This is an optimization exercise on Yosys and OpenROAD, whose aim is a short achievable clock period and few clock cycles, not a production implementation.
In this exercise RTL edits were held to simulation tests only and were not proved equivalent to the original.
Power and IR drop assume default switching activity.

## v34
==> flow/design.v (excerpt) <==
module riscv_cpu (
    input  logic                 clk,
    input  logic                 reset,
    input  logic [32-1:0]     instr,
    output logic [32-1:0]     pc,
    input  logic [32-1:0]     read_data,
    output logic                 dmem_rd_en,
    output logic                 dmem_wr_en,
    output logic [32-1:0]     dmem_addr,
    output logic [32-1:0]     dmem_wr_data,
    input  logic                 cache_stall
);
    function automatic logic sum_is_zero(input logic [31:0] x, input logic [31:0] y,
                                         input logic cin);
        logic [31:0] t;
        logic [31:0] g;
        t = x ^ y;
        g = x | y;
        sum_is_zero = (t[0] == cin) && ((t[31:1] ^ g[30:0]) == 31'd0);
    endfunction
    function automatic logic alu_is_zero(input logic [31:0] x, input logic [31:0] y,
                                         input logic op_add, input logic op_sub,
                                         input logic op_and, input logic op_or,
                                         input logic op_xor);
        alu_is_zero = (op_add && sum_is_zero(x, y, 1'b0))
                   || (op_sub && sum_is_zero(x, ~y, 1'b1))
                   || (op_and && ((x & y) == 32'd0))
                   || (op_or  && ((x | y) == 32'd0))
                   || (op_xor && (x == y));
    endfunction
    function automatic logic [31:0] pick(input logic [4:0] sel, input logic [31:0] own,
                                         input logic [31:0] sum, input logic [31:0] diff,
  ...
For scale: ~8300 cells after synthesis, roughly 2100 flip-flops, roughly 170 I/O pins, roughly 110000 sq um of cells after synthesis.
clock: 7.5 ns
lec_check: 0
cap_margin: 20
core_margin: 2
core_utilization: 40
place_density: 0.6
setup_slack_margin: 4.4
slew_margin: 20
synth_hierarchical: 1
tns_end_percent: 100
run.sh (not shown) runs the stock make flow with config.mk's settings and CLKGATE_MAP_FILE= SYNTH_SCRIPT=/design/flow/synth_recipe.tcl, a recipe that flattens the netlist after the stock synthesis.
v34: all stages complete, timing, DRC and antenna checks passed
Testbench counts of v34, summed over its fixed seeds: cycles 40,507.
For v2, these inputs were changed with respect to v34:
==> flow/flow/run.sh (new file) <==
#!/bin/bash
# The standard layout, with two resizer settings changed: port buffers are buf_8 cells
# rather than the library's delay buffers, and timing repair may swap a cell for one of
# another footprint (so port buffers and slow cells can be resized).
set -euo pipefail
bash standard.sh MATCH_CELL_FOOTPRINT=0 "BUFFER_PORTS_ARGS=-buffer_cell sky130_fd_sc_hd__buf_8" finish > standard_flow.log 2>&1
==> flow/standard.sh (new file) <==
#!/bin/bash
# synth_recipe.tcl (not shown) runs the flow's synth.tcl, then flattens the netlist and writes it again
# the make line also repeats each setting of config.mk as NAME=value (left out here)
make -C /OpenROAD-flow-scripts/flow DESIGN_CONFIG=/design/flow/config.mk WORK_HOME=/design/flow/orfs CLKGATE_MAP_FILE= SYNTH_SCRIPT=/design/flow/synth_recipe.tcl "${@:-finish}"
removed: flow/run.sh
- From v34 to v2 the numbers moved as follows: number of placed instances, taps included has remained practically unchanged, worst hold margin has decreased, cell area has decreased, smallest setup slack after layout has increased.
- On estimated wirelength of the detail-placed design, v34 and v2 are basically level.

* * *

== garnet ==
Another version of the RTL of riscv_cpu (not shown whole).
Size in the first run: ~8300 cells after synthesis, ~2100 flip-flops, ~170 I/O pins, ~110000 um^2 of cells after synthesis.
make LEC_CHECK=0 CAP_MARGIN=20 CORE_MARGIN=2 CORE_UTILIZATION=55 PLACE_DENSITY=0.68 SETUP_SLACK_MARGIN=4.4 SLEW_MARGIN=20 SYNTH_HIERARCHICAL=1 TNS_END_PERCENT=100 finish   # period 7.5 ns
Stock flow here: none of the scripts above is used.
Testbench counts of garnet, summed over its fixed seeds: cycles 40,507.
> inputs changed (garnet -> amber)
- PLACE_DENSITY now 0.6, was 0.68
- CORE_UTILIZATION now 40, was 55
==> flow/flow/run.sh (new file) <==
#!/bin/bash
# The standard layout, with two resizer settings changed: port buffers are buf_8 cells
# rather than the library's delay buffers, and timing repair may swap a cell for one of
# another footprint (so port buffers and slow cells can be resized).
set -euo pipefail
bash standard.sh MATCH_CELL_FOOTPRINT=0 "BUFFER_PORTS_ARGS=-buffer_cell sky130_fd_sc_hd__buf_8" finish > standard_flow.log 2>&1
==> flow/standard.sh (new file) <==
#!/bin/bash
# synth_recipe.tcl (not shown) runs the flow's synth.tcl, then flattens the netlist and writes it again
# the make line also repeats each setting of config.mk as NAME=value (left out here)
make -C /OpenROAD-flow-scripts/flow DESIGN_CONFIG=/design/flow/config.mk WORK_HOME=/design/flow/orfs CLKGATE_MAP_FILE= SYNTH_SCRIPT=/design/flow/synth_recipe.tcl "${@:-finish}"
removed: flow/run.sh
==> comparison <==
Summary of amber over garnet: count of clock-buffer cells in the layout +about 0.37%, design area ~0 delta.
Sort amber and garnet by via count asc -> top: amber
Delta (amber minus garnet): met1 routing resource usage after global routing lower; maximum frequency from static timing analysis lower; first-iteration DRC count lower.
Measured against each other, amber and garnet differ in critical path depth, the higher figure coming from amber.
### amber -> yarrow
==> flow/run.sh (new file) <==
#!/bin/bash
# synth_recipe.tcl (not shown) runs the flow's synth.tcl, then flattens the netlist and writes it again
# the make line also repeats each setting of config.mk as NAME=value (left out here)
make -C /OpenROAD-flow-scripts/flow DESIGN_CONFIG=/design/flow/config.mk WORK_HOME=/design/flow/orfs CLKGATE_MAP_FILE= SYNTH_SCRIPT=/design/flow/synth_recipe.tcl finish
removed: flow/flow/run.sh
removed: flow/standard.sh
## What came out
- Summary of yarrow over amber: maximum frequency has increased, part of the total power dissipated in the clock network grew by 0.5 points, count of placed standard cells in the final layout, fillers left out essentially unchanged, initial antenna violation count saw a decrease.
- Going from amber to yarrow, data-path buffer share of cell area in the final layout shrinks by 0.62 points.

## separate check: timing with driven ports
How much do the figures lean on ideal ports? The routed layouts below were timed once more, with nothing changed but the port constraints. Step 1, drivers: a clkbuf_16 drives clk and a buf_2 each remaining input, both assumed. Step 2, shift: input delay + t, output delay - t, t = (earliest + latest rising clock arrival at the registers) / 2. This alone moves slack from input paths to output paths. Slacks: ideal / step 1 / step 2; pairs: ideal / step 1.
run | shift t [ns] | setup slack, ns | pins driven straight from the clock port
v34 | 1.011 | 3.730 / 3.730 / 2.830 | 1
v2 | 1.006 | 3.890 / 3.890 / 3.162 | 1
garnet | 0.972 | 3.830 / 3.830 / 2.995 | 1
amber | 1.034 | 3.736 / 3.736 / 3.125 | 1
yarrow | 1.019 | 3.837 / 3.837 / 3.011 | 1
After both steps every run listed still meets setup and hold. For v34, which loses most, drivers alone change the setup slack by 0.000 ns; drivers and shift together by -0.900 ns.
